Context: an optimization exercise on an open-source flow, tuned for a short achievable clock period. The choices shown serve that exercise and are no tape-out recipe. In this exercise RTL edits were held to simulation tests only and were not proved equivalent to the original. Power and IR drop assume default switching activity.

`flow/run.sh`:
```
#!/bin/bash
# synth_recipe.tcl (not shown) runs the flow's synth.tcl, then flattens the netlist and writes it again
# the make line also repeats each setting of config.mk as NAME=value (left out here)
make -C /OpenROAD-flow-scripts/flow DESIGN_CONFIG=/design/flow/config.mk WORK_HOME=/design/flow/orfs CLKGATE_MAP_FILE= SYNTH_SCRIPT=/design/flow/synth_recipe.tcl finish
```
`flow/config.mk`:
```
export PLATFORM = sky130hd
export DESIGN_NAME = core_complex_fabric
export DESIGN_NICKNAME = core_complex_fabric
export VERILOG_FILES = /design/flow/design.v
export SDC_FILE = /design/flow/constraint.sdc
export NUM_CORES = 4
export LEC_CHECK = 0
export CAP_MARGIN = 20
export CORE_MARGIN = 2
export CORE_UTILIZATION = 40
export SLEW_MARGIN = 20
```
`flow/constraint.sdc`:
```
create_clock -name core_clock -period 5.0 [get_ports {clk_i}]
set_input_delay 1.0000 -clock core_clock [delete_from_list [all_inputs] [get_ports {clk_i}]]
set_output_delay 1.0000 -clock core_clock [all_outputs]
set_load 0.01 [all_outputs]
```
`flow/design.v`:
```
`default_nettype none
package offload_pkg;
  typedef logic [31:0] data_t;
  typedef logic [31:0] addr_t;
  typedef logic [4:0]  acc_id_t;
  typedef logic [1:0]  acc_target_t;
  typedef logic [3:0]  strb_t;
  typedef logic [11:0] ssr_word_t;
  localparam acc_target_t TARGET_FPU  = 2'd0;
  localparam acc_target_t TARGET_HIVE = 2'd1;
  localparam acc_target_t TARGET_SSR  = 2'd2;
  localparam int unsigned NUM_TARGETS = 3;
  localparam int unsigned TGT_IDX_W   = $clog2(NUM_TARGETS);
  localparam int unsigned NUM_SSRS      = 3;
  localparam int unsigned NUM_SSR_REGS  = 8;
  localparam int unsigned SSR_DM_SEL_W  = $clog2(NUM_SSRS);
  localparam int unsigned SSR_REG_SEL_W = $clog2(NUM_SSR_REGS);
  localparam logic [31:0] SCFG_MASK    = 32'h0000_707f;
  localparam logic [31:0] SCFGRI_MATCH = 32'h0000_102b;
  localparam logic [31:0] SCFGWI_MATCH = 32'h0000_202b;
  localparam logic [31:0] SCFGR_MATCH  = 32'h0000_502b;
  localparam logic [31:0] SCFGW_MATCH  = 32'h0000_602b;
  localparam int unsigned TCDM_ADDR_WIDTH = 17;
  localparam addr_t       TCDM_MASK       = {32{1'b1}} << TCDM_ADDR_WIDTH;
  localparam int unsigned MEM_RSP_DEPTH   = 4;
  localparam int unsigned MEM_PTR_W       = $clog2(MEM_RSP_DEPTH);
  typedef struct packed {
    acc_target_t target;
    acc_id_t     id;
    data_t       data_op;
    data_t       data_arga;
    data_t       data_argb;
    data_t       data_argc;
  } acc_req_t;
  typedef struct packed {
    acc_id_t id;
    data_t   data;
    logic    error;
  } acc_rsp_t;
  localparam int unsigned ACC_RSP_W = 5 + 32 + 1;
  typedef struct packed {
    addr_t addr;
    data_t wdata;
    logic  write;
    strb_t strb;
  } mem_req_t;
  typedef struct packed {
    data_t rdata;
    logic  error;
  } mem_rsp_t;
  typedef enum logic {
    MEM_SOC  = 1'b0,
    MEM_TCDM = 1'b1
  } mem_port_t;
endpackage
`default_nettype wire
`timescale 1ns/1ps
`default_nettype none
module offload_req_stage
(
  input  logic                   clk_i,
  input  logic                   rst_ni,
  input  offload_pkg::acc_req_t  acc_req_i,
  input  logic                   acc_valid_i,
  output logic                   acc_ready_o,
  output offload_pkg::acc_req_t  tgt_req_o,
  output logic [offload_pkg::NUM_TARGETS-1:0] tgt_valid_o,
  input  logic [offload_pkg::NUM_TARGETS-1:0] tgt_ready_i,
  output logic                   ssr_we_o,
  output logic [offload_pkg::NUM_SSRS*offload_pkg::NUM_SSR_REGS-1:0] ssr_sel_o,
  output offload_pkg::acc_id_t   ssr_rid_o
);
  localparam int unsigned NW = offload_pkg::NUM_SSRS*offload_pkg::NUM_SSR_REGS;
  logic          in_rd_imm, in_wr_imm, in_rd_reg, in_wr_reg, in_write;
  logic [11:0]   in_addr;
  logic          in_range;
  logic [NW-1:0] in_sel;
  logic [offload_pkg::NUM_TARGETS-1:0] in_tgt;
  assign in_rd_imm = (acc_req_i.data_op & offload_pkg::SCFG_MASK) == offload_pkg::SCFGRI_MATCH;
  assign in_wr_imm = (acc_req_i.data_op & offload_pkg::SCFG_MASK) == offload_pkg::SCFGWI_MATCH;
  assign in_rd_reg = (acc_req_i.data_op & offload_pkg::SCFG_MASK) == offload_pkg::SCFGR_MATCH;
  assign in_wr_reg = (acc_req_i.data_op & offload_pkg::SCFG_MASK) == offload_pkg::SCFGW_MATCH;
  assign in_write  = in_wr_imm | in_wr_reg;
  always_comb begin
    if (in_rd_imm || in_wr_imm) begin
      in_addr = acc_req_i.data_op[31:20];
    end else if (in_rd_reg || in_wr_reg) begin
      in_addr = acc_req_i.data_argb[11:0];
    end else begin
      in_addr = '0;
    end
  end
  assign in_range = (in_addr[4:0] < 5'(offload_pkg::NUM_SSRS)) &&
                    (in_addr[11:5] < 7'(offload_pkg::NUM_SSR_REGS));
  always_comb begin
    for (int unsigned w = 0; w < NW; w++) begin
      in_sel[w] = in_range &&
                  (in_addr[1:0] == 2'(w / offload_pkg::NUM_SSR_REGS)) &&
                  (in_addr[7:5] == 3'(w % offload_pkg::NUM_SSR_REGS));
    end
  end
  assign in_tgt[offload_pkg::TARGET_FPU]  = (acc_req_i.target != offload_pkg::TARGET_HIVE) &&
                                            (acc_req_i.target != offload_pkg::TARGET_SSR);
  assign in_tgt[offload_pkg::TARGET_HIVE] = acc_req_i.target == offload_pkg::TARGET_HIVE;
  assign in_tgt[offload_pkg::TARGET_SSR]  = acc_req_i.target == offload_pkg::TARGET_SSR;
  offload_pkg::acc_req_t h_req_q, t_req_q;
  logic                  h_we_q, t_we_q;
  logic [NW-1:0]         h_sel_q, t_sel_q;
  offload_pkg::acc_id_t  h_rid_q, t_rid_q;
  logic [offload_pkg::NUM_TARGETS-1:0] h_vld_q, t_tgt_q;
  logic                  full2_q;
  logic                  stall;
  assign stall       = |(h_vld_q & ~tgt_ready_i);
  assign acc_ready_o = ~full2_q;
  always_ff @(posedge clk_i) begin
    if (rst_ni) begin
      h_vld_q <= '0;
      full2_q <= 1'b0;
    end else begin
      if (!stall) begin
        h_vld_q <= full2_q ? t_tgt_q : (in_tgt & {offload_pkg::NUM_TARGETS{acc_valid_i}});
      end
      full2_q <= stall & (full2_q | acc_valid_i);
    end
  end
  always_ff @(posedge clk_i) begin
    if (!stall) begin
      h_req_q <= full2_q ? t_req_q : acc_req_i;
      h_we_q  <= full2_q ? t_we_q  : (in_write & in_range);
      h_sel_q <= full2_q ? t_sel_q : in_sel;
      h_rid_q <= full2_q ? t_rid_q : (in_write ? offload_pkg::acc_id_t'(0) : acc_req_i.id);
    end
    if (!full2_q) begin
      t_req_q <= acc_req_i;
      t_we_q  <= in_write & in_range;
      t_sel_q <= in_sel;
      t_rid_q <= in_write ? offload_pkg::acc_id_t'(0) : acc_req_i.id;
      t_tgt_q <= in_tgt;
    end
  end
  assign tgt_req_o   = h_req_q;
  assign tgt_valid_o = h_vld_q;
  assign ssr_we_o    = h_we_q;
  assign ssr_sel_o   = h_sel_q;
  assign ssr_rid_o   = h_rid_q;
endmodule
`default_nettype wire
`timescale 1ns/1ps
`default_nettype none
module ssr_cfg_unit
(
  input  logic     clk_i,
  input  logic     rst_ni,
  input  offload_pkg::acc_req_t req_i,
  input  logic     valid_i,
  output logic     ready_o,
  input  logic     we_i,
  input  logic [offload_pkg::NUM_SSRS*offload_pkg::NUM_SSR_REGS-1:0] sel_i,
  input  offload_pkg::acc_id_t  rid_i,
  output offload_pkg::acc_rsp_t rsp_o,
  output logic     rsp_valid_o,
  input  logic     rsp_ready_i
);
  localparam int unsigned NW = offload_pkg::NUM_SSRS*offload_pkg::NUM_SSR_REGS;
  logic [NW-1:0][31:0]    cfg_q;
  logic                   pend_we_q;
  logic [NW-1:0]          pend_sel_q;
  offload_pkg::data_t     pend_data_q;
  offload_pkg::acc_rsp_t  rsp_q;
  logic                   rsp_valid_q;
  offload_pkg::data_t     rdata, fdata;
  logic                   fwd;
  logic                   req_hs;
  always_comb begin
    fdata = '0;
    for (int unsigned w = 0; w < NW; w++) begin
      fdata = fdata | (cfg_q[w] & {32{sel_i[w]}});
    end
  end
  assign fwd   = pend_we_q & |(pend_sel_q & sel_i);
  assign rdata = fwd ? pend_data_q : fdata;
  assign ready_o = ~rsp_valid_q | rsp_ready_i;
  assign req_hs  = valid_i & ready_o;
  always_ff @(posedge clk_i) begin
    if (rst_ni) begin
      pend_we_q <= 1'b0;
    end else begin
      pend_we_q <= req_hs & we_i;
    end
  end
  always_ff @(posedge clk_i) begin
    pend_sel_q  <= sel_i;
    pend_data_q <= req_i.data_arga;
  end
  always_ff @(posedge clk_i) begin
    if (rst_ni) begin
      cfg_q <= '0;
    end else begin
      for (int unsigned w = 0; w < NW; w++) begin
        if (pend_we_q && pend_sel_q[w]) begin
          cfg_q[w] <= pend_data_q;
        end
      end
    end
  end
  always_ff @(posedge clk_i) begin
    if (rst_ni) begin
      rsp_valid_q <= 1'b0;
    end else if (req_hs) begin
      rsp_valid_q <= 1'b1;
    end else if (rsp_ready_i) begin
      rsp_valid_q <= 1'b0;
    end
  end
  always_ff @(posedge clk_i) begin
    if (req_hs) begin
      rsp_q.id    <= rid_i;
      rsp_q.data  <= rdata;
      rsp_q.error <= 1'b0;
    end
  end
  assign rsp_o       = rsp_q;
  assign rsp_valid_o = rsp_valid_q;
endmodule
`default_nettype wire
`timescale 1ns/1ps
`default_nettype none
module offload_rsp_arbiter
(
  input  logic                              clk_i,
  input  logic                              rst_ni,
  input  logic [offload_pkg::NUM_TARGETS*offload_pkg::ACC_RSP_W-1:0] src_rsp_i,
  input  logic     [offload_pkg::NUM_TARGETS-1:0]        src_valid_i,
  output logic     [offload_pkg::NUM_TARGETS-1:0]        src_ready_o,
  output offload_pkg::acc_rsp_t                          rsp_o,
  output logic                              rsp_valid_o,
  input  logic                              rsp_ready_i
);
  offload_pkg::acc_rsp_t  rsp_q, rsp_d;
  logic                   rsp_valid_q;
  logic [2:0]             last_q, gnt, v;
  logic                   any_gnt;
  logic                   load_en;
  assign v = src_valid_i;
  assign load_en = ~rsp_valid_q | rsp_ready_i;
  assign gnt[0] = v[0] & (last_q[2] | (last_q[1] & ~v[2]) | (last_q[0] & ~v[2] & ~v[1]));
  assign gnt[1] = v[1] & (last_q[0] | (last_q[2] & ~v[0]) | (last_q[1] & ~v[0] & ~v[2]));
  assign gnt[2] = v[2] & (last_q[1] | (last_q[0] & ~v[1]) | (last_q[2] & ~v[1] & ~v[0]));
  assign any_gnt = |v;
  assign src_ready_o = gnt & {3{load_en}};
  always_comb begin
    rsp_d = '0;
    for (int unsigned s = 0; s < 3; s++) begin
      rsp_d = rsp_d | (src_rsp_i[s*offload_pkg::ACC_RSP_W +: offload_pkg::ACC_RSP_W] &
                       {offload_pkg::ACC_RSP_W{gnt[s]}});
    end
  end
  always_ff @(posedge clk_i) begin
    if (rst_ni) begin
      rsp_valid_q <= 1'b0;
      last_q      <= 3'b100;
    end else if (load_en) begin
      rsp_valid_q <= any_gnt;
      if (any_gnt) begin
        last_q <= gnt;
      end
    end
  end
  always_ff @(posedge clk_i) begin
    if (load_en && any_gnt) begin
      rsp_q <= rsp_d;
    end
  end
  assign rsp_o       = rsp_q;
  assign rsp_valid_o = rsp_valid_q;
endmodule
`default_nettype wire
`timescale 1ns/1ps
`default_nettype none
module mem_route
(
  input  logic     clk_i,
  input  logic     rst_ni,
  input  offload_pkg::addr_t    tcdm_base_i,
  input  offload_pkg::mem_req_t core_req_i,
  input  logic     core_valid_i,
  output logic     core_ready_o,
  output offload_pkg::mem_rsp_t core_rsp_o,
  output logic     core_rsp_valid_o,
  output offload_pkg::mem_req_t tcdm_req_o,
  output logic     tcdm_valid_o,
  input  logic     tcdm_ready_i,
  input  offload_pkg::mem_rsp_t tcdm_rsp_i,
  input  logic     tcdm_rsp_valid_i,
  output logic     tcdm_rsp_ready_o,
  output offload_pkg::mem_req_t soc_req_o,
  output logic     soc_valid_o,
  input  logic     soc_ready_i,
  input  offload_pkg::mem_rsp_t soc_rsp_i,
  input  logic     soc_rsp_valid_i,
  output logic     soc_rsp_ready_o
);
  localparam int unsigned D = offload_pkg::MEM_RSP_DEPTH;
  logic [D-1:0] port_q;    
  logic [D-1:0] cnt_q;     
  logic         hr_tcdm_q, hr_soc_q;
  logic [D-1:0] port_a, port_d, cnt_a, cnt_d;
  logic [D:0]   cnt_ext;
  logic         is_tcdm;
  logic         push, pop;
  assign is_tcdm = (core_req_i.addr & offload_pkg::TCDM_MASK) == (tcdm_base_i & offload_pkg::TCDM_MASK);
  assign tcdm_req_o   = core_req_i;
  assign soc_req_o    = core_req_i;
  assign tcdm_valid_o = core_valid_i & ~cnt_q[D-1] & is_tcdm;
  assign soc_valid_o  = core_valid_i & ~cnt_q[D-1] & ~is_tcdm;
  assign core_ready_o = ~cnt_q[D-1] & (is_tcdm ? tcdm_ready_i : soc_ready_i);
  assign push         = core_valid_i & core_ready_o;
  assign tcdm_rsp_ready_o = hr_tcdm_q;
  assign soc_rsp_ready_o  = hr_soc_q;
  assign core_rsp_valid_o = (tcdm_rsp_valid_i & hr_tcdm_q) | (soc_rsp_valid_i & hr_soc_q);
  assign core_rsp_o       = hr_tcdm_q ? tcdm_rsp_i : soc_rsp_i;
  assign pop              = core_rsp_valid_o;
  always_comb begin
    if (pop) begin
      port_a = {1'b0, port_q[D-1:1]};
      cnt_a  = {1'b0, cnt_q[D-1:1]};
    end else begin
      port_a = port_q;
      cnt_a  = cnt_q;
    end
    port_d  = port_a;
    cnt_ext = {cnt_a, 1'b1};
    for (int unsigned k = 0; k < D; k++) begin
      if (push && !cnt_a[k] && cnt_ext[k]) begin
        port_d[k] = is_tcdm;
      end
    end
    cnt_d = push ? {cnt_a[D-2:0], 1'b1} : cnt_a;
  end
  always_ff @(posedge clk_i) begin
    if (rst_ni) begin
      cnt_q     <= '0;
      hr_tcdm_q <= 1'b0;
      hr_soc_q  <= 1'b0;
    end else begin
      cnt_q     <= cnt_d;
      hr_tcdm_q <= cnt_d[0] & port_d[0];
      hr_soc_q  <= cnt_d[0] & ~port_d[0];
    end
  end
  always_ff @(posedge clk_i) begin
    port_q <= port_d;
  end
endmodule
`default_nettype wire
`timescale 1ns/1ps
`default_nettype none
module core_complex_fabric
(
  input  logic     clk_i,
  input  logic     rst_ni,
  input  offload_pkg::acc_req_t acc_req_i,
  input  logic     acc_valid_i,
  output logic     acc_ready_o,
  output offload_pkg::acc_rsp_t acc_rsp_o,
  output logic     acc_rsp_valid_o,
  input  logic     acc_rsp_ready_i,
  output offload_pkg::acc_req_t fpu_req_o,
  output logic     fpu_valid_o,
  input  logic     fpu_ready_i,
  input  offload_pkg::acc_rsp_t fpu_rsp_i,
  input  logic     fpu_rsp_valid_i,
  output logic     fpu_rsp_ready_o,
  output offload_pkg::acc_req_t hive_req_o,
  output logic     hive_valid_o,
  input  logic     hive_ready_i,
  input  offload_pkg::acc_rsp_t hive_rsp_i,
  input  logic     hive_rsp_valid_i,
  output logic     hive_rsp_ready_o,
  input  offload_pkg::addr_t    tcdm_base_i,
  input  offload_pkg::mem_req_t core_req_i,
  input  logic     core_valid_i,
  output logic     core_ready_o,
  output offload_pkg::mem_rsp_t core_rsp_o,
  output logic     core_rsp_valid_o,
  output offload_pkg::mem_req_t tcdm_req_o,
  output logic     tcdm_valid_o,
  input  logic     tcdm_ready_i,
  input  offload_pkg::mem_rsp_t tcdm_rsp_i,
  input  logic     tcdm_rsp_valid_i,
  output logic     tcdm_rsp_ready_o,
  output offload_pkg::mem_req_t soc_req_o,
  output logic     soc_valid_o,
  input  logic     soc_ready_i,
  input  offload_pkg::mem_rsp_t soc_rsp_i,
  input  logic     soc_rsp_valid_i,
  output logic     soc_rsp_ready_o
);
  offload_pkg::acc_req_t                   tgt_req;
  logic     [offload_pkg::NUM_TARGETS-1:0] tgt_valid, tgt_ready;
  offload_pkg::acc_rsp_t                   ssr_rsp;
  logic                       ssr_rsp_valid;
  logic [offload_pkg::NUM_TARGETS*offload_pkg::ACC_RSP_W-1:0] src_rsp;
  logic                       ssr_we;
  logic [offload_pkg::NUM_SSRS*offload_pkg::NUM_SSR_REGS-1:0] ssr_sel;
  offload_pkg::acc_id_t       ssr_rid;
  logic     [offload_pkg::NUM_TARGETS-1:0] src_valid, src_ready;
  offload_req_stage i_offload_req_stage (
    .clk_i       (clk_i),
    .rst_ni      (rst_ni),
    .acc_req_i   (acc_req_i),
    .acc_valid_i (acc_valid_i),
    .acc_ready_o (acc_ready_o),
    .tgt_req_o   (tgt_req),
    .tgt_valid_o (tgt_valid),
    .tgt_ready_i (tgt_ready),
    .ssr_we_o    (ssr_we),
    .ssr_sel_o   (ssr_sel),
    .ssr_rid_o   (ssr_rid)
  );
  assign fpu_req_o    = tgt_req;
  assign hive_req_o   = tgt_req;
  assign fpu_valid_o  = tgt_valid[offload_pkg::TARGET_FPU];
  assign hive_valid_o = tgt_valid[offload_pkg::TARGET_HIVE];
  assign tgt_ready[offload_pkg::TARGET_FPU]  = fpu_ready_i;
  assign tgt_ready[offload_pkg::TARGET_HIVE] = hive_ready_i;
  ssr_cfg_unit i_ssr_cfg_unit (
    .clk_i       (clk_i),
    .rst_ni      (rst_ni),
    .req_i       (tgt_req),
    .valid_i     (tgt_valid[offload_pkg::TARGET_SSR]),
    .ready_o     (tgt_ready[offload_pkg::TARGET_SSR]),
    .we_i        (ssr_we),
    .sel_i       (ssr_sel),
    .rid_i       (ssr_rid),
    .rsp_o       (ssr_rsp),
    .rsp_valid_o (ssr_rsp_valid),
    .rsp_ready_i (src_ready[offload_pkg::TARGET_SSR])
  );
  assign src_rsp   = {ssr_rsp, hive_rsp_i, fpu_rsp_i};
  assign src_valid = {ssr_rsp_valid, hive_rsp_valid_i, fpu_rsp_valid_i};
  assign fpu_rsp_ready_o  = src_ready[offload_pkg::TARGET_FPU];
  assign hive_rsp_ready_o = src_ready[offload_pkg::TARGET_HIVE];
  offload_rsp_arbiter i_offload_rsp_arbiter (
    .clk_i       (clk_i),
    .rst_ni      (rst_ni),
    .src_rsp_i   (src_rsp),
    .src_valid_i (src_valid),
    .src_ready_o (src_ready),
    .rsp_o       (acc_rsp_o),
    .rsp_valid_o (acc_rsp_valid_o),
    .rsp_ready_i (acc_rsp_ready_i)
  );
  mem_route i_mem_route (
    .clk_i            (clk_i),
    .rst_ni           (rst_ni),
    .tcdm_base_i      (tcdm_base_i),
    .core_req_i       (core_req_i),
    .core_valid_i     (core_valid_i),
    .core_ready_o     (core_ready_o),
    .core_rsp_o       (core_rsp_o),
    .core_rsp_valid_o (core_rsp_valid_o),
    .tcdm_req_o       (tcdm_req_o),
    .tcdm_valid_o     (tcdm_valid_o),
    .tcdm_ready_i     (tcdm_ready_i),
    .tcdm_rsp_i       (tcdm_rsp_i),
    .tcdm_rsp_valid_i (tcdm_rsp_valid_i),
    .tcdm_rsp_ready_o (tcdm_rsp_ready_o),
    .soc_req_o        (soc_req_o),
    .soc_valid_o      (soc_valid_o),
    .soc_ready_i      (soc_ready_i),
    .soc_rsp_i        (soc_rsp_i),
    .soc_rsp_valid_i  (soc_rsp_valid_i),
    .soc_rsp_ready_o  (soc_rsp_ready_o)
  );
endmodule
`default_nettype wire
```
==> results of run 1 <==
-- area by class of cell --
type	count	share of cell area [%]
clock inverter	37	0.6436
inverter	50	0.3135
clock buffer	187	6.449
antenna	5	0.02090
tap	1625	3.396
sequential	1252	45.98
multi-input combinational	3389	29.71
timing repair buffer	826	13.49
-- Yosys cell counts, drive strengths merged (4+ instances only) --
library cell	n
dfxtp	1006
buf	297
o22ai	4
nand3	37
mux2	157
a211oi	5
nand4	70
and2	29
o21ai	22
a21oi	813
inv	48
nor3	41
a31oi	7
nand2b	4
edfxtp	246
clkbuf	469
a221oi	32
nand2	1611
xor2	13
a22o	57
a222oi	37
nor2	63
a22oi	337
nor2b	8
nor4	5
-- power breakdown --
| group | total (uW) | switching (uW) | internal, uW |
|---|---|---|---|
| clock | 9860 | 4090 | 5760 |
| sequential | 11200 | 437 | 10700 |
| combinational | 2560 | 1520 | 1040 |
| total | 23600 | 6050 | 17500 |
-- per-stage QoR --
| stage | setup slack (ns) | util, % | setup TNS (ns) | total power, uW | hold WS [ns] |
|---|---|---|---|---|---|
| CTS | 0.3648 | 49.05 | 0 | 23550 | 0.4188 |
| global route | 0.2975 | 49.05 | 0 | 24100 | 0.4383 |
| global placement | 0.3427 | 45.57 | 0 | 13860 | 0.4018 |
| detailed placement | 0.3823 | 45.57 | 0 | 13860 | 0.4052 |
| floorplan | -1.489 | - | -228.98 | 12380 | 0.3462 |
| finish | 0.2713 | 49.06 | 0 | 23590 | 0.4170 |
-- path summary, 6_finish.rpt --
path / end / slack (ns) / cells after the start
min reg2reg: i_ssr_cfg_unit.rsp_q[36]$_DFFE_PP_ / 0.42 / 0
max: core_ready_o / 0.27 / 7
min: i_ssr_cfg_unit.rsp_q[36]$_DFFE_PP_ / 0.42 / 0
max reg2reg: i_ssr_cfg_unit.cfg_q[185]$_SDFFE_PP0P_ / 1.98 / 4
-- cell families (layout without fill, tap and decap cells) --
kind of cell	Yosys count	count (layout)	share of synthesized area, %
AND/OR/NAND/NOR	1885	1885	15.39
AO/OA/AOI/OAI	1329	1329	16.47
flip-flops	1252	1252	55.79
buffers and inverters	816	1100	8.431
multiplexers	157	157	3.583
XOR/XNOR	16	16	0.2840
adder cells (fa/ha/maj)	2	2	0.05071
other	0	5	0
-- flip-flops by register name (all words and copies together), names as in the netlist --
register / flops
i_mem_route.cnt_q: 4
i_mem_route.hr_soc_q: 1
i_mem_route.hr_tcdm_q: 1
i_mem_route.port_q: 4
i_offload_req_stage.full2_q: 1
i_offload_req_stage.h_req_q: 135
i_offload_req_stage.h_rid_q: 5
i_offload_req_stage.h_sel_q: 24
i_offload_req_stage.h_vld_q: 3
i_offload_req_stage.h_we_q: 1
i_offload_req_stage.t_req_q: 135
i_offload_req_stage.t_rid_q: 5
i_offload_req_stage.t_sel_q: 24
i_offload_req_stage.t_tgt_q: 3
i_offload_req_stage.t_we_q: 1
i_offload_rsp_arbiter.last_q: 3
i_offload_rsp_arbiter.rsp_q: 38
i_offload_rsp_arbiter.rsp_valid_q: 1
i_ssr_cfg_unit.cfg_q: 768
i_ssr_cfg_unit.pend_data_q: 32
i_ssr_cfg_unit.pend_sel_q: 24
i_ssr_cfg_unit.pend_we_q: 1
i_ssr_cfg_unit.rsp_q: 37
i_ssr_cfg_unit.rsp_valid_q: 1
-- per-layer routing --
| metal | GRT usage, % | up-vias | routed length [um] |
|---|---|---|---|
| met5 | 0.7170 | - | 165 |
| met4 | 19.51 | 6 | 14180 |
| met3 | 11.42 | 569 | 28480 |
| met2 | 52.54 | 2869 | 98750 |
| met1 | 40.75 | 20660 | 79910 |
| li1 | - | 18760 | - |
-- worst reg2reg max path: stages (launching register included) --
cell and delay, ns:
dfxtp_2 1.10, and2_2 1.17, buf_4 0.43, nand2_1 0.09, a21oi_1 0.16
==> key figures, run 1 <==
Run status
  • Run status: complete, no violations

Power and ir drop
  • Pwr/cell area: 394.0 mW/mm^2
  • Max VDD drop: 0.2929 mV
  • Leakage: 0.02033 uW

Critical path
  • WP data required: 4.00 ns
  • WP data arrival: 3.73 ns
  • WP buf/inv: 2
  • Critical Path Start: core_req_i[56]
  • Crit-path max FO: 4
  • CP top delay family: buffers and inverters
  • Critical path's most frequent cell: clkdlybuf4s50_1
  • Critical Path, Cell by Cell: clkdlybuf4s50_1 -> xor2_1 -> nor4_1 -> and4_1 -> nand3_1 -> a21oi_1 -> clkdlybuf4s50_1
  • CP max stage delay: 0.67 ns
  • Slowest cell on crit path: clkdlybuf4s50_1
  • R2r startpoint: i_ssr_cfg_unit.pend_we_q$_SDFF_PP0_
  • Crit end category: primary output
  • Crit Path Category: input port to primary output
  • CP Launch Type: input port

STA
  • Crit share post-route: 94.57%
  • Fmax achieved: 0.2115 GHz
  • Max transition margin: 17.22%
  • Worst Skew: 0.02641 ns
  • Final-report max-slew violation count: 0
  • Final hold vios: 0
  • Final Critical Period: 4.729 ns
  • Worst-margin pin slew: 1.242 ns
  • Final setup violating endpoints: 0
  • RSZ-0062 raised after global routing: false

GRT
  • Initial antenna violation count: 9
  • Global-route wire length before repair: 303,900 um
  • Congestion Overflow GR: 0
  • Largest net degree at the start of global routing: 152
  • Vias in the first global route: 40,320
  • Total track usage: 33.81%

Clocking
  • Clock sink total: 1,252
  • Clock latency on the worst-skew pair: 0.74 ns
  • Num CTS Buffers: 133
  • H-Tree Depth: 4
  • CTS root buf: clkbuf_16
  • CTS Buffer Depth: 3
  • Post-cts sizing count: 0
  • Post-CTS Setup Repair Bufs: 0
  • Clk slew on worst S/H paths: 0.05 ns
  • CTS tree: done
  • Hold Buf Count CTS: 0

Yosys
  • Top-area cell type share of the netlist area: 40.82%
  • Post-Syn Area: 0.04934 sq mm
  • Synth async-reset ratio: 0%
  • Sequential share of the synthesized area: 55.79%
  • Net Count, Synth: 5,850
  • Post-synth EDFFs: 246
  • Top cells by area, synth: dfxtp_1 (41%), edfxtp_1 (15%), nand2_1 (12%)
  • Avg Inst Size Synth: 9.042 sq um
  • Netlist cell types: 59
  • Post-synthesis cell count: 5,457
  • Yosys warns: 4
  • Most used DFF post-synth: dfxtp_1
  • Flops & latches, synth: 1,252
  • Yosys top cell by area: dfxtp_1

Floorplan
  • Core area: 0.1220 sq mm
  • Die H: 355.2 um
  • Initial Util: 40.43%
  • Floorplan row count: 128
  • Ports: 882
  • Die footprint: 0.1262 sq mm
  • Die Span X: 355.2 um

Hold path
  • HP Start: i_offload_req_stage.h_rid_q[3]$_DFFE_PN_
  • Worst hold path class: flip-flop to flip-flop

Final layout
  • Commonest non-fill, non-tap cell in the layout: nand2_1
  • Post-route insts no fill: 7,371
  • Synthesis-to-layout area growth: 21.34%
  • Fin nets: 6,045
  • Fraction of layout cells with a size suffix above 1: 9.319%
  • Multi-input logic area: 0.01779 sq mm
  • Commonest non-fill, non-tap cells in the layout: nand2_1 (1,587), dfxtp_1 (1,003), a21oi_1 (812), clkdlybuf4s50_1 (701), a22oi_1 (337)
  • Sequential cell area: 0.02753 sq mm
  • Design area: 0.05987 sq mm
  • FILL cells: 11,420

Detailed routing
  • Detailed Route WL: 221,500 um
  • Vias: 42,860
  • DRC errors left: 0
  • DR pass1 iterations: 9
  • Drt initial violations: 6,033
  • Routed Antenna Nets: 0
  • Vias per inst: 5.814
  • Routed len/inst: 30.05 um

Place
  • Dpl cell area: 0.05561 sq mm
  • PortBufs: 702
  • RD Place Congestion: 0.9418
  • Dpl hpwl: 139,100 um
  • Placed Cells: 7,142

Flow run
  • Max Cap Viol: 0
==> inputs of run 2 (changes only) <==
--- a/flow/config.mk
+++ b/flow/config.mk
@@ -5,7 +5,9 @@
 export SDC_FILE = /design/flow/constraint.sdc
 export NUM_CORES = 4
 export LEC_CHECK = 0
+export ABC_CLOCK_PERIOD_IN_PS = 2500
 export CAP_MARGIN = 20
 export CORE_MARGIN = 2
 export CORE_UTILIZATION = 40
+export SETUP_SLACK_MARGIN = 2.5
 export SLEW_MARGIN = 20
==> run 2 against run 1 <==
Effect of this change: die area did not move; register-to-register slack improved by 0.48 ns; routed wire length up 2.5%; first-iteration DRC count down 1.7%; worst setup slack better by 1.4 ns; hold slack gained 0.0028 ns; critical endpoint unchanged; maximum frequency is 43% higher; critical path type unchanged; largest cell class unchanged; clock-buffer cell count rose by 6; synthesized cell count stayed put; combinational power up 6%; sequential share of layout area down 1.2 points; largest power group unchanged.
==> key figures, run 2 <==
GRT
  • Largest net degree at the start of global routing: 179 (+18%)
  • Congestion Overflow GR: 0 (unchanged)
  • Global-route wire length before repair: 309,300 um (+1.8%)
  • Vias in the first global route: 40,460 (+0.36%)
  • Initial antenna violation count: 24 (+15)
  • Total track usage: 34.54% (+0.73 points)

Critical path
  • Slowest cell on crit path: nor4_2
  • Critical Path, Cell by Cell: buf_4 -> xor2_1 -> nor4_2 -> and2_4 -> nand3_2 -> a21oi_2 -> buf_2
  • Crit end category: primary output
  • Worst R2R Path Depth: 6 (+2)
  • Crit Path Category: input port to primary output
  • WP data arrival: 2.31 ns (-1.42 ns)
  • Crit-path max FO: 4 (unchanged)
  • WP data required: 4.00 ns (about the same)
  • CP Launch Type: input port
  • CP max stage delay: 0.36 ns (-0.31 ns)

Power and ir drop
  • Max VDD drop: 0.3205 mV (+9.4%)
  • Switching Power: 6311 uW (+4.2%)
  • Pint: 17,800 uW (+1.5%)
  • Pwr/cell area: 391.8 mW/mm^2 (-0.54%)
  • Switching Fraction: 26.17% (+0.51 points)
  • Logic gate share of total power: 11.3% (+0.4 points)
  • Clk pwr share: 42.7% (+0.9 points)
  • Leakage: 0.02199 uW (+8.2%)
  • Sequential share of power: 46.0% (-1.4 points)

Place
  • Worst slack at placement: 0.7933 ns (+0.4110 ns)
  • RD Place Congestion: 1.003 (+6.4%)
  • Dpl hpwl: 137,900 um (-0.86%)
  • PortBufs: 702 (unchanged)
  • Placed Cells: 7,128 (-0.20%)

Clocking
  • Num CTS Buffers: 136 (+2.3%)
  • Clock sink total: 1,252 (unchanged)
  • Hold Buf Count CTS: 0 (unchanged)
  • Clock latency on the worst-skew pair: 0.76 ns (+0.02 ns)
  • H-Tree Depth: 4 (unchanged)
  • CTS root buf: clkbuf_16
  • CTS Buffer Depth: 3 (unchanged)
  • Clk slew on worst S/H paths: 0.06 ns (about the same)
  • CTS tree: done

Detailed routing
  • DR pass1 iterations: 9 (unchanged)
  • Vias: 43,340 (+1.1%)
  • DRC errors left: 0 (unchanged)
  • Drt initial violations: 5,931 (-1.7%)
  • Routed Antenna Nets: 0 (unchanged)
  • Routed len/inst: 30.23 um (+0.61%)
  • Detailed Route WL: 227,100 um (+2.5%)
  • Vias per inst: 5.769 (-0.78%)

STA
  • Final WS setup: 1.693 ns (+1.422 ns)
  • Worst-margin pin slew: 1.097 ns (-0.1446 ns)
  • Final setup violating endpoints: 0 (unchanged)
  • Worst Skew: 0.02863 ns (+0.002214 ns)
  • Fmax achieved: 0.3024 GHz (+43%)
  • Max transition margin: 26.76% (+9.5 points)
  • Crit share post-route: 66.13% (-28 points)
  • Worst Hold Slack: 0.4198 ns (+0.002812 ns)
  • RSZ-0062 raised after global routing: true
  • Final Critical Period: 3.307 ns (-1.422 ns)
  • Final hold vios: 0 (unchanged)
  • Final-report max-slew violation count: 0 (unchanged)

Final layout
  • Fraction of layout cells with a size suffix above 1: 15.90% (+6.6 points)
  • Regs by FF count: i_ssr_cfg_unit.cfg_q: 768 flops, i_offload_req_stage.h_req_q: 135 flops, i_offload_req_stage.t_req_q: 135 flops
  • Final core occ: 50.42% (+1.4 points)
  • Commonest non-fill, non-tap cells in the layout: nand2_1 (1,586), dfxtp_1 (999), a21oi_1 (790), a22oi_1 (336), edfxtp_1 (246)
  • Sequential cell area: 0.02755 sq mm (about the same)
  • Synthesis-to-layout area growth: 24.71%
  • Commonest non-fill, non-tap cell in the layout: nand2_1
  • Fin nets: 6,166 (+2.0%)
  • Max reg flops: 768 (unchanged)
  • Most flops, register: i_ssr_cfg_unit.cfg_q
  • FILL cells: 11,240 (-1.5%)
  • Post-route insts no fill: 7,512 (+1.9%)
  • Multi-input logic area: 0.01824 sq mm (+2.5%)

Yosys
  • Synth async-reset ratio: 0% (unchanged)
  • Yosys top cell by area: dfxtp_1
  • Synth top cells by count: nand2_1 (1,611), dfxtp_1 (1,006), a21oi_1 (812)
  • Post-synth EDFFs: 246 (unchanged)
  • Flops & latches, synth: 1,252 (unchanged)
  • Sequential share of the synthesized area: 55.79% (unchanged)
  • Net Count, Synth: 5,850 (unchanged)
  • Top-area cell type share of the netlist area: 40.82% (unchanged)
  • Most used DFF post-synth: dfxtp_1
  • Post-Syn Area: 0.04934 sq mm (unchanged)
  • Netlist cell types: 59 (unchanged)
  • Avg Inst Size Synth: 9.042 sq um (unchanged)
  • Top cells by area, synth: dfxtp_1 (41%), edfxtp_1 (15%), nand2_1 (12%)
  • Post-synthesis cell count: 5,457 (unchanged)
  • Yosys warns: 4 (unchanged)
  • Count leader, synth: nand2_1

Run status
  • Run status: complete, no violations

Hold path
  • Worst hold path class: flip-flop to flip-flop
  • Hold Path Depth: 0 (unchanged)

Floorplan
  • Die Span X: 355.2 um (unchanged)
  • Initial Util: 40.43% (unchanged)
  • Ports: 882 (unchanged)
  • Floorplan row count: 128 (unchanged)
  • Die footprint: 0.1262 sq mm (unchanged)
  • Core area: 0.1220 sq mm (unchanged)
  • Die H: 355.2 um (unchanged)

Flow run
  • Max Cap Viol: 0 (unchanged)
run 2: cell counts after synthesis:
Identical to the previous run, type by type.
run 2: worst paths after layout:
| path | from | slack (ns) | end |
|---|---|---|---|
| worst max register to register | i_offload_req_stage.h_sel_q[3]$_DFFE_PN_ | 2.46 | i_ssr_cfg_unit.rsp_q[24]$_DFFE_PP_ |
| worst max-delay path | tcdm_base_i[30] | 1.69 | core_ready_o |
| worst min-delay path | i_offload_req_stage.h_rid_q[2]$_DFFE_PN_ | 0.42 | i_ssr_cfg_unit.rsp_q[35]$_DFFE_PP_ |
| worst min register to register | i_offload_req_stage.h_rid_q[2]$_DFFE_PN_ | 0.42 | i_ssr_cfg_unit.rsp_q[35]$_DFFE_PP_ |
run 2: power groups by stage:
| stage | Combinational, uW | Clock (uW) | Sequential, uW |
|---|---|---|---|
| finish | 2720 | 10300 | 11100 |
| floorplan | 1190 | 0 | 11200 |
| CTS | 2610 | 10400 | 11100 |
| global route | 2750 | 10800 | 11100 |
| global placement | 2470 | 0 | 11400 |
| detailed placement | 2470 | 0 | 11400 |
run 2: layer usage:
metal	vias to the layer above	part of all wire, %	global-route usage (%)
met3	634	13	11.38
met4	20	6.2	18.69
met5	-	0.061	0
li1	18990	-	-
met2	2832	45	54.45
met1	20870	36	41.71
run 2: what timing repair did:
action	CTS	global route
gates resized for setup	1369	133
setup endpoints to repair	774	160
setup buffers	111	16
pin swaps	32	26
gates cloned	3	2
run 2: cells by family after synthesis:
kind of cell,after synthesis,synth area share (%)
muxes,157,3.583
xor gates and xnor gates,16,0.2840
DFF,1252,55.79
and+or+nand+nor,1885,15.39
buffers and inverters,816,8.431
adders and majority gates,2,0.05071
AOI/OAI and AO/OA,1329,16.47
run 2: critical path: cells and delay by family:
kind,cells,cell delay (ns)
AOI/OAI and AO/OA,1,0.16
xor gates and xnor gates,1,0.17
buffers and inverters,2,0.28
and+or+nand+nor,3,0.69
run 2: through the flow:
stage                     setup TNS (ns)  cell area, sq um  total power [uW]
final                                  0             61530             24110
after global routing                   0             61520             24640
after CTS                              0             61120             24050
after detailed placement               0             55530             13860
after global placement                 0             55530             13860
after floorplan                  -228.98             49420             12380
run 2: final cells by class:
class / count / share of cell area, %
Antenna cell: 8 / 0.03253
Clock buffer: 193 / 6.411
Clock inverter: 51 / 0.9313
Inverter: 50 / 0.3213
Multi-Input combinational cell: 3389 / 29.64
Sequential cell: 1252 / 44.77
Tap cell: 1625 / 3.304
Timing Repair Buffer: 944 / 14.59
==> inputs of run 3 (changes only) <==
--- a/flow/design.v
+++ b/flow/design.v
@@ -247,7 +247,15 @@
   assign gnt[1] = v[1] & (last_q[0] | (last_q[2] & ~v[0]) | (last_q[1] & ~v[0] & ~v[2]));
   assign gnt[2] = v[2] & (last_q[1] | (last_q[0] & ~v[1]) | (last_q[2] & ~v[1] & ~v[0]));
   assign any_gnt = |v;
-  assign src_ready_o = gnt & {3{load_en}};
+  assign src_ready_o[2] = gnt[2] & load_en;
+  logic fa, fb_n, le_out, sel0, sel1;
+  assign fa   = last_q[2] | (last_q[1] & ~v[2]);
+  assign fb_n = ~(last_q[0] & ~v[2]);
+  cc_nand2b u_le   (.a_n(rsp_ready_i), .b(rsp_valid_q), .y(le_out));
+  cc_nor2   u_sel0 (.a(v[1]), .b(fb_n), .y(sel0));
+  cc_nor2   u_sel1 (.a(v[0]), .b(~fa), .y(sel1));
+  cc_o211a  u_rdy0 (.a1(fa), .a2(sel0), .b1(v[0]), .c1(le_out), .x(src_ready_o[0]));
+  cc_o211a  u_rdy1 (.a1(last_q[0]), .a2(sel1), .b1(v[1]), .c1(le_out), .x(src_ready_o[1]));
   always_comb begin
     rsp_d = '0;
     for (int unsigned s = 0; s < 3; s++) begin
@@ -308,17 +316,44 @@
   logic [D:0]   cnt_ext;
   logic         is_tcdm;
   logic         push, pop;
-  assign is_tcdm = (core_req_i.addr & offload_pkg::TCDM_MASK) == (tcdm_base_i & offload_pkg::TCDM_MASK);
+  localparam int unsigned NSEL = 4;
+  logic [NSEL-1:0] rsp_sel_q;
+  localparam int unsigned NB = 32 - offload_pkg::TCDM_ADDR_WIDTH;   
+  logic [NB-1:0]   bit_eq;
+  logic [NB/3-1:0] grp_ne;
+  logic            half_eq_a, half_eq_b, win_ne, win_ne_int;
+  logic            vld_nf_n, tr_nf_n, sr_nf_n, not_full;
+  for (genvar i = 0; i < NB; i++) begin : g_bit
+    cc_xnor2 u_eq (.a(core_req_i.addr[offload_pkg::TCDM_ADDR_WIDTH+i]),
+                   .b(tcdm_base_i[offload_pkg::TCDM_ADDR_WIDTH+i]), .y(bit_eq[i]));
+  end
+  for (genvar j = 0; j < NB/3; j++) begin : g_grp
+    cc_nand3 u_ne (.a(bit_eq[3*j]), .b(bit_eq[3*j+1]), .c(bit_eq[3*j+2]), .y(grp_ne[j]));
+  end
+  cc_nor3  u_half_a (.a(grp_ne[0]), .b(grp_ne[1]), .c(grp_ne[2]), .y(half_eq_a));
+  cc_nor2  u_half_b (.a(grp_ne[3]), .b(grp_ne[4]), .y(half_eq_b));
+  cc_nand2 u_win_ne (.a(half_eq_a), .b(half_eq_b), .y(win_ne));
+  assign not_full = ~cnt_q[D-1];
+  cc_nand2 u_vld_nf (.a(core_valid_i), .b(not_full), .y(vld_nf_n));
+  cc_nand2 u_tr_nf  (.a(tcdm_ready_i), .b(not_full), .y(tr_nf_n));
+  cc_nand2 u_sr_nf  (.a(soc_ready_i),  .b(not_full), .y(sr_nf_n));
+  cc_nand2 u_win_ne_int (.a(half_eq_a), .b(half_eq_b), .y(win_ne_int));
+  assign is_tcdm = ~win_ne_int;
   assign tcdm_req_o   = core_req_i;
   assign soc_req_o    = core_req_i;
-  assign tcdm_valid_o = core_valid_i & ~cnt_q[D-1] & is_tcdm;
-  assign soc_valid_o  = core_valid_i & ~cnt_q[D-1] & ~is_tcdm;
-  assign core_ready_o = ~cnt_q[D-1] & (is_tcdm ? tcdm_ready_i : soc_ready_i);
-  assign push         = core_valid_i & core_ready_o;
+  cc_nor2  u_tcdm_vld (.a(win_ne), .b(vld_nf_n), .y(tcdm_valid_o));
+  cc_a21oi u_soc_vld (.a1(half_eq_a), .a2(half_eq_b), .b1(vld_nf_n), .y(soc_valid_o));
+  cc_mux2i u_ready (.s(win_ne), .a0(tr_nf_n), .a1(sr_nf_n), .y(core_ready_o));
+  assign push         = core_valid_i & ~cnt_q[D-1] & (is_tcdm ? tcdm_ready_i : soc_ready_i);
   assign tcdm_rsp_ready_o = hr_tcdm_q;
   assign soc_rsp_ready_o  = hr_soc_q;
   assign core_rsp_valid_o = (tcdm_rsp_valid_i & hr_tcdm_q) | (soc_rsp_valid_i & hr_soc_q);
-  assign core_rsp_o       = hr_tcdm_q ? tcdm_rsp_i : soc_rsp_i;
+  for (genvar c = 0; c < NSEL; c++) begin : g_sel
+    cc_dff u_sel (.clk_i(clk_i), .d_i(port_d[0]), .q_o(rsp_sel_q[c]));
+  end
+  for (genvar k = 0; k < 33; k++) begin : g_rsp
+    assign core_rsp_o[k] = rsp_sel_q[k % NSEL] ? tcdm_rsp_i[k] : soc_rsp_i[k];
+  end
   assign pop              = core_rsp_valid_o;
   always_comb begin
     if (pop) begin
@@ -475,3 +510,37 @@
   );
 endmodule
 `default_nettype wire
+`default_nettype none
+module cc_xnor2 (input logic a, input logic b, output logic y);
+  assign y = ~(a ^ b);
+endmodule
+module cc_nand3 (input logic a, input logic b, input logic c, output logic y);
+  assign y = ~(a & b & c);
+endmodule
+module cc_nor3 (input logic a, input logic b, input logic c, output logic y);
+  assign y = ~(a | b | c);
+endmodule
+module cc_nor2 (input logic a, input logic b, output logic y);
+  assign y = ~(a | b);
+endmodule
+module cc_nand2 (input logic a, input logic b, output logic y);
+  assign y = ~(a & b);
+endmodule
+module cc_a21oi (input logic a1, input logic a2, input logic b1, output logic y);
+  assign y = ~((a1 & a2) | b1);
+endmodule
+module cc_mux2i (input logic s, input logic a0, input logic a1, output logic y);
+  assign y = ~(s ? a1 : a0);
+endmodule
+module cc_nand2b (input logic a_n, input logic b, output logic y);
+  assign y = ~(~a_n & b);
+endmodule
+module cc_o211a (input logic a1, input logic a2, input logic b1, input logic c1, output logic x);
+  assign x = (a1 | a2) & b1 & c1;
+endmodule
+module cc_dff (input logic clk_i, input logic d_i, output logic q_o);
+  always_ff @(posedge clk_i) begin
+    q_o <= d_i;
+  end
+endmodule
+`default_nettype wire
--- a/flow/config.mk
+++ b/flow/config.mk
@@ -11,3 +11,4 @@
 export CORE_UTILIZATION = 40
 export SETUP_SLACK_MARGIN = 2.5
 export SLEW_MARGIN = 20
+export SYNTH_HIERARCHICAL = 1
==> run 3 against run 2 <==
Effect of this change: critical endpoint unchanged; cell count up 1.3%; combinational power rose by 5%; largest power group unchanged; sequential power barely moved.
==> key figures, run 3 <==
Run status
  • Run status: complete, no violations

GRT
  • Largest net degree at the start of global routing: 118 (-34%)
  • Congestion Overflow GR: 0 (unchanged)
  • Initial antenna violation count: 11 (-54%)
  • Total track usage: 32.34% (-2.2 points)
  • Global-route wire length before repair: 304,700 um (-1.5%)
  • Vias in the first global route: 41,420 (+2.4%)

Power and ir drop
  • Leakage: 0.02243 uW (+2.0%)
  • Clk pwr share: 42.9% (+0.2 points)
  • Max VDD drop: 0.3158 mV (-1.5%)
  • Sequential share of power: 45.4% (-0.6 points)
  • Logic gate share of total power: 11.7% (+0.4 points)
  • Pwr/cell area: 386.4 mW/mm^2 (-1.4%)
  • Switching Power: 6420 uW (+1.7%)
  • Pint: 17,910 uW (+0.62%)
  • Switching Fraction: 26.39% (+0.21 points)

Yosys
  • Post-Syn Area: 0.05065 sq mm (+2.7%)
  • Yosys top cell by area: dfxtp_1
  • Sequential share of the synthesized area: 54.50% (-1.3 points)
  • Top-area cell type share of the netlist area: 39.92% (-0.90 points)
  • Avg Inst Size Synth: 9.156 sq um (+1.3%)
  • Count leader, synth: nand2_1
  • Post-synthesis cell count: 5,532 (+1.4%)
  • Flops & latches, synth: 1,256 (+0.32%)
  • Most used DFF post-synth: dfxtp_1
  • Synth async-reset ratio: 0% (unchanged)
  • Post-synth EDFFs: 246 (unchanged)
  • Synth top cells by count: nand2_1 (1,696), dfxtp_1 (1,010), a21oi_1 (778)
  • Top cells by area, synth: dfxtp_1 (40%), edfxtp_1 (15%), nand2_1 (13%)
  • Net Count, Synth: 5,925 (+1.3%)
  • Netlist cell types: 73 (+24%)
  • Yosys warns: 11 (+7)

STA
  • Post-route setup TNS: 0 ns (unchanged)
  • Final-report max-slew violation count: 0 (unchanged)
  • RSZ-0062 raised after global routing: true
  • Max transition margin: 23.30% (-3.5 points)
  • Final Critical Period: 3.172 ns (-0.1346 ns)
  • Worst-margin pin slew: 1.145 ns (+0.04804 ns)
  • Fmax achieved: 0.3153 GHz (+4.2%)
  • Worst Skew: 0.03823 ns (+0.009606 ns)
  • Final setup violating endpoints: 0 (unchanged)
  • Final hold vios: 0 (unchanged)
  • Crit share post-route: 63.44% (-2.7 points)

Final layout
  • Design area: 0.06297 sq mm (+2.3%)
  • Fraction of layout cells with a size suffix above 1: 17.29% (+1.4 points)
  • Max reg flops: 768 (unchanged)
  • Synthesis-to-layout area growth: 24.32%
  • Regs by FF count: i_ssr_cfg_unit.cfg_q: 768 flops, i_offload_req_stage.h_req_q: 135 flops, i_offload_req_stage.t_req_q: 135 flops
  • Fin nets: 6,242 (+1.2%)
  • Commonest non-fill, non-tap cell in the layout: nand2_1
  • FILL cells: 11,510 (+2.4%)
  • Most flops, register: i_ssr_cfg_unit.cfg_q
  • Post-route insts no fill: 7,613 (+1.3%)
  • Commonest non-fill, non-tap cells in the layout: nand2_1 (1,689), dfxtp_1 (998), a21oi_1 (778), a22oi_1 (266), edfxtp_1 (246)
  • Final core occ: 50.15% (-0.28 points)

Clocking
  • CTS Buffer Depth: 3 (unchanged)
  • Clk slew on worst S/H paths: 0.06 ns (about the same)
  • Clock latency on the worst-skew pair: 0.78 ns (+0.02 ns)
  • Clock sink total: 1,256 (+0.32%)
  • H-Tree Depth: 4 (unchanged)
  • Hold Buf Count CTS: 0 (unchanged)
  • CTS tree: done
  • CTS root buf: clkbuf_16
  • Num CTS Buffers: 136 (unchanged)

Floorplan
  • Ports: 882 (unchanged)
  • Core area: 0.1256 sq mm (+2.9%)
  • Die H: 359.8 um (+1.3%)
  • Floorplan row count: 130 (+1.6%)
  • Initial Util: 40.34% (-0.095 points)
  • Die Span X: 359.8 um (+1.3%)
  • Die footprint: 0.1295 sq mm (+2.6%)

Detailed routing
  • DR pass1 iterations: 6 (-3)
  • Vias per inst: 5.765 (about the same)
  • Detailed Route WL: 217,200 um (-4.4%)
  • Routed len/inst: 28.53 um (-5.6%)
  • DRC errors left: 0 (unchanged)
  • Vias: 43,890 (+1.3%)
  • Routed Antenna Nets: 0 (unchanged)
  • Drt initial violations: 5,386 (-9.2%)

Critical path
  • R2r setup slk: 2.45 ns (about the same)
  • Crit Path Category: input port to primary output
  • CP top delay family: simple AND/OR/NAND/NOR gates
  • CP Launch Type: input port
  • WP data required: 4.00 ns (about the same)
  • Slowest cell on crit path: nor3_4
  • R2r startpoint: i_offload_req_stage.h_sel_q[5]$_DFFE_PN_
  • WP data arrival: 2.17 ns (-0.14 ns)
  • Crit-path max FO: 2 (-2)
  • Crit end category: primary output
  • Critical Path Start: core_req_i[55]
  • WP buf/inv: 2 (unchanged)
  • CP max stage delay: 0.25 ns (-0.11 ns)
  • Critical Path, Cell by Cell: buf_12 -> xnor2_4 -> nand3_4 -> nor3_4 -> nand2_4 -> mux2i_4 -> buf_2

Flow run
  • Max Cap Viol: 0 (unchanged)

Place
  • Dpl cell area: 0.05684 sq mm (+2.4%)
  • RD Place Congestion: 0.9679 (-3.5%)
  • Dpl hpwl: 137,600 um (-0.20%)
  • Placed Cells: 7,231 (+1.4%)
  • PortBufs: 702 (unchanged)

Hold path
  • Worst hold path class: flip-flop to flip-flop
  • HP Start: i_offload_req_stage.h_req_q[86]$_DFFE_PN_
## run 3: changes by cell type after synthesis, moves of 32 or more
cell      before   now
nand4_1       70    32
a22oi_1      337   266
a221oi_1      32    64
nand2_1     1611  1696
a21oi_1      812   778
nor2_1        63    16
a222oi_1      37     0
a221o_1        1    38
clkbuf_1     438   317
buf_2          2   157
## run 3: layer usage
metal	global-route usage, %	routed length (um)
met5	0	27
met4	19.78	15140
met3	8.862	25070
met2	50.74	97650
met1	39.49	79330
## run 3: per-stage QoR
step                      hold slack, ns  power, uW  worst slack (ns)
after floorplan                   0.3427      12470             1.505
after global placement            0.3815      13930            0.4389
after detailed placement          0.3903      13930            0.4977
after CTS                         0.3945      24300             1.742
after global routing              0.4085      24960             1.794
final                             0.3897      24330             1.828
## run 3: modules after synthesis, one instance, submodules excluded, a selection
module / times used / area, sq um / flip-flops and latches
cc_nor3: 1 / 10.01 / 0
cc_nand2: 5 / 3.754 / 0
ssr_cfg_unit: 1 / 34110 / 863
cc_nand3: 5 / 5.005 / 0
mem_route: 1 / 1906 / 10
core_complex_fabric: 1 / 1013 / 0
cc_xnor2: 15 / 8.758 / 0
offload_req_stage: 1 / 10840 / 337
## run 3: layout make-up
type	count	area, sq um	area share (%)
diodes	5	12.51	0.01987
clock buffers	190	3900	6.194
clock inverters	57	738.2	1.172
inverters	56	215.2	0.3418
multi-input cells	3426	19360	30.75
flip-flops and latches	1256	27640	43.90
well taps	1650	2064	3.279
repair buffers	973	9032	14.34
## run 3: cells by family after synthesis
| logic type | Yosys count | synth area share (%) |
|---|---|---|
| AND/OR/NAND/NOR | 1853 | 14.41 |
| buffers and inverters | 852 | 8.947 |
| adder cells (fa/ha/maj) | 2 | 0.04940 |
| XOR/XNOR | 16 | 0.2767 |
| flip-flops | 1256 | 54.50 |
| AO/OA/AOI/OAI | 1392 | 18.25 |
| other | 1 | 0.007404 |
| multiplexers | 160 | 3.557 |
## run 3: power by group through the flow
stage | registers (uW) | clock network (uW) | logic [uW]
final | 11000 | 10400 | 2850
after detailed placement | 11300 | 0 | 2640
after global routing | 11100 | 11000 | 2920
after global placement | 11300 | 0 | 2640
after CTS | 11000 | 10500 | 2730
after floorplan | 11200 | 0 | 1280
## run 3: repair_timing
| action | in CTS | in global routing |
|---|---|---|
| resized for setup | 1399 | 147 |
| gates cloned | 2 | 0 |
| buffers inserted | 95 | 33 |
| setup endpoints to repair | 1054 | 304 |
| pin swaps | 30 | 20 |
## run 3: path summary, 6_finish.rpt
kind,cells after the start,to
max reg2reg,6,i_ssr_cfg_unit.rsp_q[27]$_DFFE_PP_
max,7,core_ready_o
min reg2reg,0,i_ssr_cfg_unit.pend_data_q[22]$_DFF_P_
min,0,i_ssr_cfg_unit.pend_data_q[22]$_DFF_P_

## re-timing with driven ports
The flow's constraints put no driver on any port. The routed layouts listed below were extracted and timed again, unchanged, in two steps.
Step 1, drivers: a clkbuf_16 drives clk_i and a buf_2 each remaining input, both assumed.
Step 2, shift: input delay + t, output delay - t, t = (earliest + latest rising clock arrival at the registers) / 2. This alone moves slack from input paths to output paths.
Three values: no drivers, after step 1, after step 2; two values: the first two.
run | t (ns) | setup slack, ns | hold slack, ns | worst slew at a driven data input, ns
run 1 | 0.817 | 0.271 / 0.180 / 0.180 | 0.417 / 0.417 / 0.417 | 0.67
run 2 | 0.819 | 1.693 / 1.594 / 1.487 | 0.420 / 0.420 / 0.420 | 0.65
run 3 | 0.837 | 1.828 / 1.672 / 1.672 | 0.390 / 0.390 / 0.390 | 0.40
After both steps every run listed still meets setup and hold. The setup slack of run 2, which loses most, moves by -0.099 ns with the drivers and by -0.206 ns with both steps.
